This design comes from an exercise in tuning for small area, a short achievable clock period and few clock cycles per item on the open sky130 flow, not from production work.
The RTL was checked by simulation tests, not by an equivalence proof against the original design.
No activity file was given, so power comes from the tool's default toggle rates.

==> flow/design.v (excerpt) <==
module vector_floating_point_divide_unit_iterative #(
  parameter int VLEN = 128,
  parameter int SEW  = 32
) (
  input  logic            clock,
  input  logic            reset,
  input  logic            flush,
  input  logic            in_valid,
  output logic            in_ready,
  input  logic            reverse,
  input  logic [VLEN-1:0] vs2,
  input  logic [VLEN-1:0] vs1,
  output logic            out_valid,
  input  logic            out_ready,
  output logic [VLEN-1:0] vd,
  output logic [4:0]      fflags
);
  localparam int NUM_LANES = VLEN / SEW;
  localparam int STEPS     = 13;
  if (SEW != 32) begin : g_sew_chk
    $error("vector divider supports SEW=32 only");
  end
  if (VLEN % 32 != 0) begin : g_vlen_chk
    $error("VLEN must be a multiple of 32");
  end
  logic       ld_q;       
  logic       it_q;
  logic       rnd_q;
  logic [3:0] cnt_q;
  logic       ov_q;
  logic       accept, step_en, last, it_d;
  assign in_ready  = ld_q;
  assign out_valid = ov_q;
  assign accept    = ld_q & in_valid & ~flush;
  assign step_en   = it_q & (~ov_q | out_ready);
  assign last      = (cnt_q == 4'(STEPS - 1));
  assign it_d      = accept | (it_q & ~(step_en & last));
  always_ff @(posedge clock or posedge reset) begin
    if (reset) begin
      ld_q  <= 1'b0;
      it_q  <= 1'b0;
      rnd_q <= 1'b0;
      cnt_q <= '0;
      ov_q  <= 1'b0;
    end else if (flush) begin
      ld_q  <= 1'b1;
      it_q  <= 1'b0;
      rnd_q <= 1'b0;
      cnt_q <= '0;
      ov_q  <= 1'b0;
    end else begin
      it_q  <= it_d;
      if (step_en) cnt_q <= last ? 4'd0 : cnt_q + 4'd1;
      rnd_q <= step_en & last;
      ld_q  <= ~accept & ~it_d;
      if (rnd_q)          ov_q <= 1'b1;
      else if (out_ready) ov_q <= 1'b0;
    end
  end
  logic [NUM_LANES-1:0][31:0] lane_res;
  logic [NUM_LANES-1:0][4:0]  lane_flags;
  ...
Size: ~5300 cells after synthesis, ~550 flip-flops, ~400 I/O pins, ~49000 sq um of cells after synthesis.
==> flow/config.mk <==
export PLATFORM = sky130hd
export DESIGN_NAME = vector_floating_point_divide_unit_iterative
export DESIGN_NICKNAME = vector_floating_point_divide_unit_iterative
export VERILOG_FILES = /design/flow/design.v
export SDC_FILE = /design/flow/constraint.sdc
export NUM_CORES = 4
export LEC_CHECK = 0
export CAP_MARGIN = 20
export CORE_MARGIN = 2
export CORE_UTILIZATION = 40
export SETUP_SLACK_MARGIN = 1.5
export SLEW_MARGIN = 20
==> flow/constraint.sdc <==
create_clock -name core_clock -period 5.5 [get_ports {clock}]
set_input_delay 1.1000 -clock core_clock [delete_from_list [all_inputs] [get_ports {clock}]]
set_output_delay 1.1000 -clock core_clock [all_outputs]
set_load 0.01 [all_outputs]
run.sh (not shown) runs the stock make flow with config.mk's settings and CLKGATE_MAP_FILE= SYNTH_SCRIPT=/design/flow/synth_recipe.tcl, a recipe that flattens the netlist after the stock synthesis.
The starting point passed the timing, design-rule and antenna checks.
Testbench counts at the start, summed over its fixed seeds: cycles 26,904, items 1,920.
Then changed:
--- a/flow/config.mk
+++ b/flow/config.mk
@@ -10,3 +10,3 @@
 export CORE_UTILIZATION = 40
-export SETUP_SLACK_MARGIN = 1.5
+export SETUP_SLACK_MARGIN = 2.1
 export SLEW_MARGIN = 20
The new run finished clean.
Register-to-register slack gets better by 20 ps.
Cell count went up by about 3%.
Via count went up by about 3.4%.
Worst setup slack is better by 24 ps.
Then changed:
==> flow/flow/run.sh (new file) <==
#!/bin/bash
set -o pipefail
cp standard.sh standard_sh.txt
export BUFFER_PORTS_ARGS="-buffer_cell sky130_fd_sc_hd__buf_1"
bash standard.sh > standard.log 2>&1
==> flow/standard.sh (new file) <==
#!/bin/bash
# synth_recipe.tcl (not shown) runs the flow's synth.tcl, then flattens the netlist and writes it again
# the make line also repeats each setting of config.mk as NAME=value (left out here)
make -C /OpenROAD-flow-scripts/flow DESIGN_CONFIG=/design/flow/config.mk WORK_HOME=/design/flow/orfs CLKGATE_MAP_FILE= SYNTH_SCRIPT=/design/flow/synth_recipe.tcl "${@:-finish}"
--- a/flow/config.mk
+++ b/flow/config.mk
@@ -10,3 +10,3 @@
 export CORE_UTILIZATION = 40
-export SETUP_SLACK_MARGIN = 2.1
+export SETUP_SLACK_MARGIN = 1.5
 export SLEW_MARGIN = 20
removed: flow/run.sh
Result: Count of clock-buffer cells in the layout stays the same. Power goes down by about a fifth. Sequential power came out lower slightly. Flip-flop and latch count stays the same. Hold slack hardly moves. Setup slack degrades by 70 ps. Clock power decreases by a few percent. Cell count decreases by a few percent. Sequential share of layout area came out higher by 3.7 points. Die area stays the same.

---

vector_floating_point_divide_unit_iterative again, from the RTL that the note above started with.
Settings: LEC_CHECK=0, CAP_MARGIN=20, CORE_MARGIN=2, CORE_UTILIZATION=40, SETUP_SLACK_MARGIN=2.6, SLEW_MARGIN=20; clock period 5.5 ns.
Stock flow here: none of the scripts above is used.
Testbench counts at the start, summed over its fixed seeds: cycles 26,904, items 1,920.
Then changed:
Settings changed: SETUP_SLACK_MARGIN 2.6 to unset.
Effect: The changed run finished clean. Sequential share of layout area is higher by 4.9 points. Hold slack improved by 0.0048 ns. Setup slack got worse by 0.75 ns. Wire length is lower by about a fifth. Utilization is lower by 10 points. Total power is lower by a quarter to a third. Critical path depth is lower by 4. Die area stays the same. Sequential cell count stays the same. Clock power is lower by a few percent.

---

Another version of the RTL of vector_floating_point_divide_unit_iterative (not shown whole).
Size: roughly 5000 cells after synthesis, about 640 flip-flops, roughly 400 I/O pins, about 47000 um2 of cells after synthesis.
Settings: LEC_CHECK=0, CAP_MARGIN=20, CORE_MARGIN=2, CORE_UTILIZATION=50, CTS_CLUSTER_DIAMETER=100, CTS_CLUSTER_SIZE=30, SETUP_SLACK_MARGIN=2.0, SLEW_MARGIN=20, TNS_END_PERCENT=0; clock period 5.5 ns.
standard.sh (not shown) runs the stock make flow with config.mk's settings and CLKGATE_MAP_FILE= SYNTH_SCRIPT=/design/flow/synth_recipe.tcl, a recipe that flattens the netlist after the stock synthesis.
==> flow/flow/run.sh <==
#!/bin/bash
set -o pipefail
cp standard.sh standard_sh.txt
export BUFFER_PORTS_ARGS="-buffer_cell sky130_fd_sc_hd__buf_1"
bash standard.sh > standard.log 2>&1
Testbench counts at the start, summed over its fixed seeds: cycles 26,904, items 1,920.
Then changed:
CTS_CLUSTER_DIAMETER = 80   (was 100)
CTS_CLUSTER_SIZE = 20   (was 30)
SETUP_SLACK_MARGIN = 1.8   (was 2.0)
Result: The changed run finished with timing, DRC and antenna clean. Wire length hardly moves. Global-route usage stays flat. Critical path depth is higher by 5. Non-clock buffer count came out lower by 21. Die area does not change. Synthesized area is unchanged. Power shrinks by 0.61%. Combinational power went down by about 4%. Setup slack is worse by 60 ps. Synthesized cell count is unchanged. Cell area hardly moves.
Then changed:
CORE_UTILIZATION = 58   (was 50)
CTS_CLUSTER_DIAMETER = not set   (was 80)
CTS_CLUSTER_SIZE = not set   (was 20)
SETUP_SLACK_MARGIN = 2.0   (was 1.8)
Critical path depth falls by 3.
Routed wire length is higher by 0.52%.
Total power came out higher by 5.4%.
Flip-flop and latch count does not change.
Area after synthesis is unchanged.
Clock-buffer cell count goes up by 53.
Non-clock buffer count came out higher by 22.
Worst hold slack is better by 31 ps.
Then changed:
CORE_UTILIZATION = 50   (was 58)
CTS_CLUSTER_DIAMETER = 80   (was not set)
CTS_CLUSTER_SIZE = 20   (was not set)
What happened: Synthesized area is unchanged; worst setup slack gains 110 ps; total power decreases by 0.41%; wire length rises by about 0.7%.
Then changed:
CORE_UTILIZATION = 45   (was 50)
- total power decreases by a few percent
- final cell count increases slightly
- setup slack got worse by 47 ps
- utilization is lower by 7.0 points
- wire length is about the same
Then changed:
CORE_UTILIZATION = 50   (was 45)
CTS_CLUSTER_DIAMETER = 70   (was 80)
CTS_CLUSTER_SIZE = 16   (was 20)
What happened: Routed wire length fell by 1.1%. Via count hardly moves. Sequential power stays flat. Final area grows by 0.68%. Synthesized area is unchanged. Total power went up by 4.2%. Synthesized cell count stays the same.

static timing again, ports no longer ideal:
The results above use ideal ports. As a check the final layouts listed here were re-extracted and re-timed, cells and wires unchanged. Step 1, drivers: a clkbuf_16 drives clock and a buf_2 each remaining input, both assumed. Step 2 times the ports against the registers' clock, not the clock port: input delays grow and output delays shrink by t, the midpoint of the rising clock arrivals with the driver on. Slacks: ideal ports / drivers / drivers and shift; pairs: ideal ports / drivers.
run | t, ns | setup WS [ns] | worst setup path at the end | slew at the worst register clock pin (ns)
the first run of note 1 | 0.703 | 1.566 / 1.566 / 0.984 | input to register | 0.07 / 0.07
the second run of note 1 | 0.704 | 1.590 / 1.590 / 1.192 | input to register | 0.06 / 0.06
the third run of note 1 | 0.698 | 1.520 / 1.520 / 0.997 | input to register | 0.07 / 0.07
the first run of note 2 | 0.722 | 1.629 / 1.629 / 1.103 | input to register | 0.06 / 0.06
the second run of note 2 | 0.706 | 0.877 / 0.877 / 0.616 | input to register | 0.07 / 0.07
the first run of note 3 | 0.673 | 1.760 / 1.760 / 1.187 | input to register | 0.12 / 0.12
the second run of note 3 | 0.701 | 1.700 / 1.700 / 1.128 | input to register | 0.09 / 0.09
the third run of note 3 | 0.680 | 1.691 / 1.691 / 1.230 | input to register | 0.06 / 0.06
the fourth run of note 3 | 0.704 | 1.798 / 1.798 / 1.211 | input to register | 0.09 / 0.09
the fifth run of note 3 | 0.717 | 1.751 / 1.751 / 1.195 | input to register | 0.09 / 0.09
the sixth run of note 3 | 0.730 | 1.782 / 1.782 / 1.170 | input to register | 0.08 / 0.08
After both steps every run listed still meets setup and hold. The setup slack of the sixth run of note 3, which loses most, moves by 0.000 ns with the drivers and by -0.612 ns with both steps.
